Background: an optimization exercise with open tools, aiming at small area, a short achievable clock period and few clock cycles. Do not read the settings as production practice.
The RTL was checked by simulation tests, not by an equivalence proof against the original design.

==> flow/design.v <==
package kps_pkg;
  localparam int COORD_W        = 24;
  localparam int DIFF_W         = COORD_W + 1;
  localparam int PROD_W         = 2 * DIFF_W;
  localparam int DIST_W         = 52;
  localparam int MT_W           = 6;
  localparam int RESULT_LIMIT   = 32;
  localparam int IDX_OUT_W      = 5;
  localparam int CFG_IDX_W      = 2;
  localparam int CFG_DATA_W     = 24;
  localparam int MAX_POINTS_DEF = 32;
  typedef enum logic [CFG_IDX_W-1:0] {
    REG_MAX_TARGETS = 2'd0,
    REG_ORIGIN_X    = 2'd1,
    REG_ORIGIN_Y    = 2'd2,
    REG_ORIGIN_Z    = 2'd3
  } cfg_reg_t;
  typedef struct packed {
    logic load;
    logic sq;
    logic store;
    logic emit_init;
    logic scan_init;
    logic scan_step;
    logic emit_seq;
    logic emit_sel;
    logic clear;
  } kps_cmd_t;
  typedef struct packed {
    logic set_end;
    logic fits;
    logic none;
    logic scan_done;
    logic out_free;
    logic last_seq;
    logic last_sel;
  } kps_sts_t;
endpackage
import kps_pkg::*;
module kps_ctrl (
  input  logic              clk,
  input  logic              rst_n,
  input  logic              in_valid,
  output logic              in_ready,
  output kps_pkg::kps_cmd_t cmd,
  input  kps_pkg::kps_sts_t sts
);
  typedef enum logic [7:0] {
    S_IDLE   = 8'b0000_0001,
    S_SQ0    = 8'b0000_0010,
    S_SQ1    = 8'b0000_0100,
    S_SQ2    = 8'b0000_1000,
    S_STORE  = 8'b0001_0000,
    S_DECIDE = 8'b0010_0000,
    S_SEQ    = 8'b0100_0000,
    S_SCAN   = 8'b1000_0000
  } state_t;
  typedef enum logic {
    PH_SCAN = 1'b0,
    PH_PICK = 1'b1
  } phase_t;
  state_t state_r, state_nxt;
  phase_t phase_r, phase_nxt;
  always_ff @(posedge clk) begin
    if (!rst_n) begin
      state_r <= S_IDLE;
      phase_r <= PH_SCAN;
    end else begin
      state_r <= state_nxt;
      phase_r <= phase_nxt;
    end
  end
  always_comb begin
    state_nxt = state_r;
    phase_nxt = phase_r;
    cmd       = '0;
    in_ready  = 1'b0;
    unique case (state_r)
      S_IDLE: begin
        in_ready = 1'b1;
        if (in_valid) begin
          cmd.load  = 1'b1;
          state_nxt = S_SQ0;
        end
      end
      S_SQ0: begin
        cmd.sq    = 1'b1;
        state_nxt = S_SQ1;
      end
      S_SQ1: begin
        cmd.sq    = 1'b1;
        state_nxt = S_SQ2;
      end
      S_SQ2: begin
        cmd.sq    = 1'b1;
        state_nxt = S_STORE;
      end
      S_STORE: begin
        cmd.store = 1'b1;
        state_nxt = sts.set_end ? S_DECIDE : S_IDLE;
      end
      S_DECIDE: begin
        if (sts.fits) begin
          cmd.emit_init = 1'b1;
          state_nxt     = S_SEQ;
        end else if (sts.none) begin
          cmd.clear = 1'b1;
          state_nxt = S_IDLE;
        end else begin
          cmd.emit_init = 1'b1;
          cmd.scan_init = 1'b1;
          phase_nxt     = PH_SCAN;
          state_nxt     = S_SCAN;
        end
      end
      S_SEQ: begin
        if (sts.out_free) begin
          cmd.emit_seq = 1'b1;
          if (sts.last_seq) begin
            cmd.clear = 1'b1;
            state_nxt = S_IDLE;
          end
        end
      end
      S_SCAN: begin
        if (phase_r == PH_SCAN) begin
          cmd.scan_step = 1'b1;
          if (sts.scan_done) begin
            phase_nxt = PH_PICK;
          end
        end else if (sts.out_free) begin
          cmd.emit_sel = 1'b1;
          if (sts.last_sel) begin
            cmd.clear = 1'b1;
            state_nxt = S_IDLE;
          end else begin
            cmd.scan_init = 1'b1;
            phase_nxt     = PH_SCAN;
          end
        end
      end
      default: begin
        state_nxt = S_IDLE;
      end
    endcase
  end
endmodule
import kps_pkg::*;
module kps_datapath #(
  parameter int MAX_POINTS = kps_pkg::MAX_POINTS_DEF
) (
  input  logic                               clk,
  input  logic                               rst_n,
  input  logic                               cfg_wr_en,
  input  logic [kps_pkg::CFG_IDX_W-1:0]      cfg_index,
  input  logic [kps_pkg::CFG_DATA_W-1:0]     cfg_data,
  input  logic [kps_pkg::COORD_W-1:0]        point_x,
  input  logic [kps_pkg::COORD_W-1:0]        point_y,
  input  logic [kps_pkg::COORD_W-1:0]        point_z,
  input  logic                               set_end,
  input  kps_pkg::kps_cmd_t                  cmd,
  output kps_pkg::kps_sts_t                  sts,
  output logic                               out_valid,
  input  logic                               out_ready,
  output logic [kps_pkg::IDX_OUT_W-1:0]      target_index,
  output logic                               list_end,
  output logic                               dropped
);
  localparam int IDX_W = $clog2(MAX_POINTS);
  localparam int CNT_W = $clog2(MAX_POINTS + 1);
  localparam int CMP_W = (CNT_W > MT_W) ? CNT_W : MT_W;
  localparam logic [CNT_W-1:0] CNT_FULL  = CNT_W'(MAX_POINTS);
  localparam logic [MT_W-1:0]  LIMIT_CAP = MT_W'(RESULT_LIMIT);
  logic [MT_W-1:0]    max_targets_r;
  logic [COORD_W-1:0] origin_x_r, origin_y_r, origin_z_r;
  logic [DIFF_W-1:0]  diff_r [3];
  logic [PROD_W-1:0]  prod_r;
  logic [PROD_W-1:0]  sq_w;
  logic [DIFF_W-1:0]  dx_w, dy_w, dz_w;
  logic [DIFF_W-1:0]  abs_x_w, abs_y_w, abs_z_w;
  logic [DIST_W-1:0]  acc_r;
  logic               end_r;
  logic [DIST_W-1:0]  mem [MAX_POINTS];
  logic [DIST_W-1:0]  rd_data_r;
  logic [IDX_W-1:0]   rd_idx_r;
  logic               rd_vld_r;
  logic [CNT_W-1:0]   addr_r;
  logic [CNT_W-1:0]      cnt_r;
  logic                  ovf_r;
  logic [MAX_POINTS-1:0] mask_r;
  logic [CMP_W-1:0]      emit_r;
  logic                  found_r;
  logic [IDX_W-1:0]      best_r;
  logic [DIST_W-1:0]     best_d_r;
  logic                  out_valid_r;
  logic [IDX_OUT_W-1:0]  out_idx_r;
  logic                  out_last_r;
  logic                  out_drop_r;
  logic [MT_W-1:0]            lim_w;
  logic [CMP_W-1:0]           lim_x;
  logic [CMP_W-1:0]           cnt_x;
  logic [CMP_W-1:0]           emit_inc;
  logic                       full_w;
  logic [CMP_W+IDX_OUT_W-1:0] seq_wide;
  logic [IDX_W+IDX_OUT_W-1:0] sel_wide;
  logic                       better_w;
  always_ff @(posedge clk) begin
    if (!rst_n) begin
      max_targets_r <= MT_W'(1);
      origin_x_r    <= '0;
      origin_y_r    <= '0;
      origin_z_r    <= '0;
    end else if (cfg_wr_en) begin
      unique case (cfg_index)
        REG_MAX_TARGETS: max_targets_r <= cfg_data[MT_W-1:0];
        REG_ORIGIN_X:    origin_x_r    <= cfg_data[COORD_W-1:0];
        REG_ORIGIN_Y:    origin_y_r    <= cfg_data[COORD_W-1:0];
        REG_ORIGIN_Z:    origin_z_r    <= cfg_data[COORD_W-1:0];
        default: ;
      endcase
    end
  end
  assign dx_w    = {point_x[COORD_W-1], point_x} - {origin_x_r[COORD_W-1], origin_x_r};
  assign dy_w    = {point_y[COORD_W-1], point_y} - {origin_y_r[COORD_W-1], origin_y_r};
  assign dz_w    = {point_z[COORD_W-1], point_z} - {origin_z_r[COORD_W-1], origin_z_r};
  assign abs_x_w = dx_w[DIFF_W-1] ? (~dx_w + DIFF_W'(1)) : dx_w;
  assign abs_y_w = dy_w[DIFF_W-1] ? (~dy_w + DIFF_W'(1)) : dy_w;
  assign abs_z_w = dz_w[DIFF_W-1] ? (~dz_w + DIFF_W'(1)) : dz_w;
  assign sq_w = diff_r[0] * diff_r[0];
  always_ff @(posedge clk) begin
    if (cmd.load) begin
      diff_r[0] <= abs_x_w;
      diff_r[1] <= abs_y_w;
      diff_r[2] <= abs_z_w;
      prod_r    <= '0;
      acc_r     <= '0;
      end_r     <= set_end;
    end else if (cmd.sq) begin
      diff_r[0] <= diff_r[1];
      diff_r[1] <= diff_r[2];
      diff_r[2] <= '0;
      prod_r    <= sq_w;
      acc_r     <= acc_r + DIST_W'(prod_r);
    end
  end
  assign full_w = (cnt_r == CNT_FULL);
  always_ff @(posedge clk) begin
    if (cmd.store && !full_w) begin
      mem[cnt_r[IDX_W-1:0]] <= acc_r + DIST_W'(prod_r);
    end
    if (cmd.scan_step && (addr_r < cnt_r)) begin
      rd_data_r <= mem[addr_r[IDX_W-1:0]];
      rd_idx_r  <= addr_r[IDX_W-1:0];
    end
  end
  assign better_w = rd_vld_r && !mask_r[rd_idx_r] && (!found_r || (rd_data_r < best_d_r));
  always_ff @(posedge clk) begin
    if (!rst_n) begin
      rd_vld_r <= 1'b0;
      found_r  <= 1'b0;
      addr_r   <= '0;
    end else if (cmd.scan_init) begin
      rd_vld_r <= 1'b0;
      found_r  <= 1'b0;
      addr_r   <= '0;
    end else if (cmd.scan_step) begin
      rd_vld_r <= (addr_r < cnt_r);
      if (addr_r < cnt_r) begin
        addr_r <= addr_r + CNT_W'(1);
      end
      if (better_w) begin
        found_r <= 1'b1;
      end
    end
  end
  always_ff @(posedge clk) begin
    if (cmd.scan_step && better_w) begin
      best_r   <= rd_idx_r;
      best_d_r <= rd_data_r;
    end
  end
  assign lim_w    = (max_targets_r > LIMIT_CAP) ? LIMIT_CAP : max_targets_r;
  assign lim_x    = CMP_W'(lim_w);
  assign cnt_x    = CMP_W'(cnt_r);
  assign emit_inc = emit_r + CMP_W'(1);
  assign seq_wide = {{IDX_OUT_W{1'b0}}, emit_r};
  assign sel_wide = {{IDX_OUT_W{1'b0}}, best_r};
  always_ff @(posedge clk) begin
    if (!rst_n) begin
      cnt_r  <= '0;
      ovf_r  <= 1'b0;
      mask_r <= '0;
      emit_r <= '0;
    end else if (cmd.clear) begin
      cnt_r  <= '0;
      ovf_r  <= 1'b0;
      mask_r <= '0;
      emit_r <= '0;
    end else begin
      if (cmd.store) begin
        if (full_w) begin
          ovf_r <= 1'b1;
        end else begin
          cnt_r <= cnt_r + CNT_W'(1);
        end
      end
      if (cmd.emit_init) begin
        emit_r <= '0;
        mask_r <= '0;
      end else if (cmd.emit_seq || cmd.emit_sel) begin
        emit_r <= emit_inc;
      end
      if (cmd.emit_sel) begin
        mask_r[best_r] <= 1'b1;
      end
    end
  end
  always_ff @(posedge clk) begin
    if (!rst_n) begin
      out_valid_r <= 1'b0;
    end else if (cmd.emit_seq || cmd.emit_sel) begin
      out_valid_r <= 1'b1;
    end else if (out_ready) begin
      out_valid_r <= 1'b0;
    end
  end
  always_ff @(posedge clk) begin
    if (cmd.emit_seq) begin
      out_idx_r  <= seq_wide[IDX_OUT_W-1:0];
      out_last_r <= (emit_inc == cnt_x);
      out_drop_r <= ovf_r;
    end else if (cmd.emit_sel) begin
      out_idx_r  <= sel_wide[IDX_OUT_W-1:0];
      out_last_r <= (emit_inc == lim_x);
      out_drop_r <= ovf_r;
    end
  end
  assign out_valid    = out_valid_r;
  assign target_index = out_idx_r;
  assign list_end     = out_last_r;
  assign dropped      = out_drop_r;
  always_comb begin
    sts           = '0;
    sts.set_end   = end_r;
    sts.fits      = (cnt_x <= lim_x);
    sts.none      = (lim_w == '0);
    sts.scan_done = (addr_r == cnt_r) && !rd_vld_r;
    sts.out_free  = !out_valid_r || out_ready;
    sts.last_seq  = (emit_inc == cnt_x);
    sts.last_sel  = (emit_inc == lim_x);
  end
endmodule
import kps_pkg::*;
module k_nearest_point_select #(
  parameter int MAX_POINTS = kps_pkg::MAX_POINTS_DEF
) (
  input  logic                           clk,
  input  logic                           rst_n,
  input  logic                           cfg_wr_en,
  input  logic [kps_pkg::CFG_IDX_W-1:0]  cfg_index,
  input  logic [kps_pkg::CFG_DATA_W-1:0] cfg_data,
  input  logic                           in_valid,
  output logic                           in_ready,
  input  logic [kps_pkg::COORD_W-1:0]    in_point_x,
  input  logic [kps_pkg::COORD_W-1:0]    in_point_y,
  input  logic [kps_pkg::COORD_W-1:0]    in_point_z,
  input  logic                           in_set_end,
  output logic                           out_valid,
  input  logic                           out_ready,
  output logic [kps_pkg::IDX_OUT_W-1:0]  out_target_index,
  output logic                           out_list_end,
  output logic                           out_dropped
);
  kps_pkg::kps_cmd_t cmd;
  kps_pkg::kps_sts_t sts;
  kps_ctrl u_ctrl (
    .clk      (clk),
    .rst_n    (rst_n),
    .in_valid (in_valid),
    .in_ready (in_ready),
    .cmd      (cmd),
    .sts      (sts)
  );
  kps_datapath #(
    .MAX_POINTS (MAX_POINTS)
  ) u_datapath (
    .clk          (clk),
    .rst_n        (rst_n),
    .cfg_wr_en    (cfg_wr_en),
    .cfg_index    (cfg_index),
    .cfg_data     (cfg_data),
    .point_x      (in_point_x),
    .point_y      (in_point_y),
    .point_z      (in_point_z),
    .set_end      (in_set_end),
    .cmd          (cmd),
    .sts          (sts),
    .out_valid    (out_valid),
    .out_ready    (out_ready),
    .target_index (out_target_index),
    .list_end     (out_list_end),
    .dropped      (out_dropped)
  );
endmodule
==> flow/run.sh <==
#!/bin/bash
# synth_recipe.tcl (not shown) runs the flow's synth.tcl, then flattens the netlist and writes it again
# the make line also repeats each setting of config.mk as NAME=value (left out here)
make -C /OpenROAD-flow-scripts/flow DESIGN_CONFIG=/design/flow/config.mk WORK_HOME=/design/flow/orfs CLKGATE_MAP_FILE= SYNTH_SCRIPT=/design/flow/synth_recipe.tcl finish
==> flow/config.mk <==
export PLATFORM = sky130hd
export DESIGN_NAME = k_nearest_point_select
export DESIGN_NICKNAME = k_nearest_point_select
export VERILOG_FILES = /design/flow/design.v
export SDC_FILE = /design/flow/constraint.sdc
export NUM_CORES = 4
export LEC_CHECK = 0
export CAP_MARGIN = 20
export CORE_MARGIN = 2
export CORE_UTILIZATION = 40
export SLEW_MARGIN = 20
==> flow/constraint.sdc <==
create_clock -name core_clock -period 9.0 [get_ports {clk}]
set_input_delay 1.8000 -clock core_clock [delete_from_list [all_inputs] [get_ports {clk}]]
set_output_delay 1.8000 -clock core_clock [all_outputs]
set_load 0.01 [all_outputs]
==> impl_metrics.env <==
export IMPL_area_growth_syn_to_layout_pct=12.4
export IMPL_crit_buf_inv=5
export IMPL_cts_buffers=210
export IMPL_ctsHoldBuffers=0
export IMPL_tightest_slew_ps=1180
export IMPL_syn_area_per_cell_sq_um=14.5
export IMPL_cp_cell_sequence="inv_1 > nor2_1 > inv_1 > fa_1 > inv_1 > fa_1 > fa_1 > fa_1 > fa_1 > fa_1 > inv_1 > fa_1 > inv_1 > ha_1 > a21oi_1 > o21ai_0 > a21oi_1 > o21ai_0 > o41ai_1 > o41a_1 > o21ai_1 > a211o_1 > o211ai_1"
export IMPL_place_gp_congestion=0.892
export IMPL_cp_top_family="adder cells"
export IMPL_grt_max_degree=97
export IMPL_maxSlewHeadroom=0.214
export IMPL_final_cells=11200
export IMPL_clock_sinks=2103
export IMPL_fin_crit_ps=8170
export IMPL_path_max_fanout=18
export IMPL_cts_root_buf="clkbuf_16"
export IMPL_via_per_inst=5.53
export IMPL_wl_per_cell_um=24.1
export IMPL_finClkSkew_ps=93.1
export IMPL_drive_gt1_frac=0.154
export IMPL_drc=0
export IMPL_end_kind="flop"
export IMPL_finalSetupTns_ps=0
export IMPL_wl_mm=271
export IMPL_core_area_sq_mm=0.266
export IMPL_fmax_mhz=122
export IMPL_crit_slowest_cell="edfxtp_1"
export IMPL_synthCells=7360
export IMPL_clk_pin_slew_ps=60
export IMPL_start_util=0.403
export IMPL_drv_slew=0
export IMPL_cts_tree="done"
export IMPL_async_flop_share=0
export IMPL_gr_total_overflow=0
export IMPL_synth_area_leader_cell="edfxtp_1"
export IMPL_dr_pass1_iters=5
export IMPL_fin_nets=8457
export IMPL_ant_nets=0
export IMPL_num_rows=189
export IMPL_status="no timing/DRC/antenna violations"
export IMPL_clockBufferDepth=3
export IMPL_crit_required_ps=9750
export IMPL_start_kind="flop"
export IMPL_clock_latency_ps=900
export IMPL_period_share=0.908
export IMPL_place_hpwl_mm=169
export IMPL_worst_slack_ps=832
export IMPL_ys_seq_elements=2103
export IMPL_cts_htree_levels=4
export IMPL_path_class="reg2reg"
export IMPL_ctsResizeCount=0
export IMPL_post_cts_setup_buffer_count=0
export IMPL_io_buffers=112
export IMPL_io_pins=113
export IMPL_dp_cells=10800
export IMPL_first_iter_violations=5981
export IMPL_finalHoldViolCount=0
export IMPL_synth_edf_count=1861
export IMPL_synth_flop_cell="edfxtp_1"
export IMPL_synth_area_leaders="edfxtp_1 (52%), mux4_2 (11%), fa_1 (8.8%), dfxtp_1 (4.5%), ha_1 (4.4%)"
export IMPL_yosysUniqueCellTypes=84
export IMPL_antenna_found_initial=4
export IMPL_yosysTopAreaCellShare=0.522
export IMPL_yosysWarnings=3
export IMPL_finalSetupViolations=0
export IMPL_synth_area_sq_mm=0.107
export IMPL_track_usage=0.198
export IMPL_vias=62000
export IMPL_arrival_ps=8920
export IMPL_cpPeakStageDelay_ps=890
export IMPL_rsz0062_at_grt="false"
export IMPL_grt_pass1_vias=63100
export IMPL_fill_cells=23300
export IMPL_hold_path_class="reg2reg"
export IMPL_fp_dieArea_sq_mm=0.272
export IMPL_fp_dieH_um=521
export IMPL_path_common_cell="fa_1"
export IMPL_grt_first_pass_wirelength_mm=404
export IMPL_die_w_um=521
export IMPL_seq_area_frac_synth=0.568
export IMPL_syn_nets=8312
export IMPL_pre_cts_slack_ps=943
export IMPL_cap_violations=0
logic make-up (layout without fill, tap and decap cells):
logic type,count (synthesis),count (layout),share of synthesized area
flops,2103,2103,0.568
other cells,0,1,0
xor+xnor,227,227,0.0186
simple gates,1454,1454,0.0643
mux,611,611,0.120
fa+ha+maj,848,848,0.132
compound gates,929,929,0.0556
buf+inv,1188,1515,0.0417
routing by layer:
metal | share of wire | track usage | routed length, um
met1 | 0.43 | 0.281 | 117000
met4 | 0.019 | 0.0423 | 5180
met3 | 0.064 | 0.0283 | 17400
met5 | 0 | 0 | 0
met2 | 0.48 | 0.325 | 131000
state kept, by name, indices dropped and copies added (netlist names), 8 cells and up:
name and flops:
u_datapath.prod_r 49, u_datapath.origin_y_r 24, u_datapath.best_d_r 52, u_datapath.origin_z_r 24, u_datapath.rd_data_r 52, u_datapath.mask_r 32, u_datapath.diff_r 75, u_datapath.origin_x_r 24
u_datapath.mem 1664, u_ctrl.state_r 8, u_datapath.acc_r 52
stage by stage:
step	util	instance area (sq um)	hold slack [ps]
3_3_place_gp	0.426	113000	437
4_1_cts	0.452	120000	412
2_1_floorplan	-	107000	409
6_report	0.453	120000	425
3_5_place_dp	0.426	113000	440
5_1_grt	0.453	120000	434
worst reg2reg max path, cell delays in order, from the launching register on:
cell and delay (ps):
edfxtp_1 890, inv_1 290, nor2_1 270, inv_1 80, fa_1 490, inv_1 50, fa_1 480, fa_1 510
fa_1 570, fa_1 450, fa_1 500, inv_1 50, fa_1 480, inv_1 50, ha_1 330, a21oi_1 280
o21ai_0 210, a21oi_1 230, o21ai_0 200, o41ai_1 830, o41a_1 300, o21ai_1 170, a211o_1 300, o211ai_1 90
final cells by class:
| cell class | instances | area (sq um) | share of cell area |
|---|---|---|---|
| inverter | 853 | 3200 | 0.0266 |
| timing repair buffer | 268 | 2360 | 0.0196 |
| clock inverter | 128 | 1420 | 0.0118 |
| antenna | 1 | 2.50 | 0.0000208 |
| sequential | 2103 | 60700 | 0.505 |
| tap | 3533 | 4420 | 0.0368 |
| clock buffer | 266 | 5540 | 0.0460 |
| multi-input combinational | 4069 | 42600 | 0.354 |
worst paths after layout:
path	startpoint	to	cells after the start	slack [ps]
min reg2reg	u_datapath.rd_data_r[51]	u_datapath.best_d_r[51]	0	430
max reg2reg	u_datapath.diff_r[0][17]	u_datapath.prod_r[49]	23	830
min	u_datapath.rd_data_r[51]	u_datapath.best_d_r[51]	0	430
max	u_datapath.diff_r[0][17]	u_datapath.prod_r[49]	23	830
cell usage in the layout, fill, tap and decap left out, types with 36 or more instances in the layout:
cell             Yosys  routed
edfxtp_1          1861    1861
nor2_1             272     238
a31oi_1             39      39
mux4_2             530     530
nand3_1            124     124
fa_1               469     469
and3_1              36      36
o21ai_0            209     209
ha_1               379     378
clkdlybuf4s50_1      0     112
dfxtp_1            242     237
clkinv_1             1      47
o21a_1              47      47
nor3_1              56      55
nand2_1            588     587
nand4_1             46      46
clkbuf_1           272      51
xnor2_1            129     102
and2_1             140     140
inv_1              851     850
a21oi_1            262     260
buf_4                0     151
mux2_2              61      61
xor2_1              98      79
a21o_1             119     119
clkbuf_16            0     212
synthesized netlist by cell type (all sizes together), types with 22 or more instances:
master,n
xnor2,129
and3,36
nor4,22
mux2,62
ha,379
mux4,530
nand2,588
or3,22
inv,852
clkbuf,272
dfxtp,242
nand3,124
nand4,46
nor3,56
o21a,47
and2,140
a21oi,262
a31oi,39
a211oi,23
fa,469
nor2b,35
nand2b,35
buf,63
xor2,98
a21o,119
edfxtp,1861
o21ai,212
o21bai,28
nor2,272
Testbench counts, summed over its fixed seeds: cycles 79,845.

re-timing with driven ports:
In the flow no input, the clock included, has a driving cell. The finished layout below was timed again as built, in two steps. Step 1, drivers: a clkbuf_16 drives clk and a buf_2 each remaining input, both assumed. Step 2 times the ports against the registers' clock, not the clock port: input delays grow and output delays shrink by t, the midpoint of the rising clock arrivals with the driver on. Slacks: ideal / step 1 / step 2; pairs: ideal / step 1.
t, ns: 0.933
slack for setup (ns): 0.832 / 0.832 / 0.832
worst hold slack (ns): 0.425 / 0.425 / 0.425
worst register clock-pin slew, ns: 0.07 / 0.07
pins driven straight from the clock port: 1
After both steps setup and hold are still met in this run. The setup slack of this run moves by 0.000 ns with the drivers and by 0.000 ns with both steps.
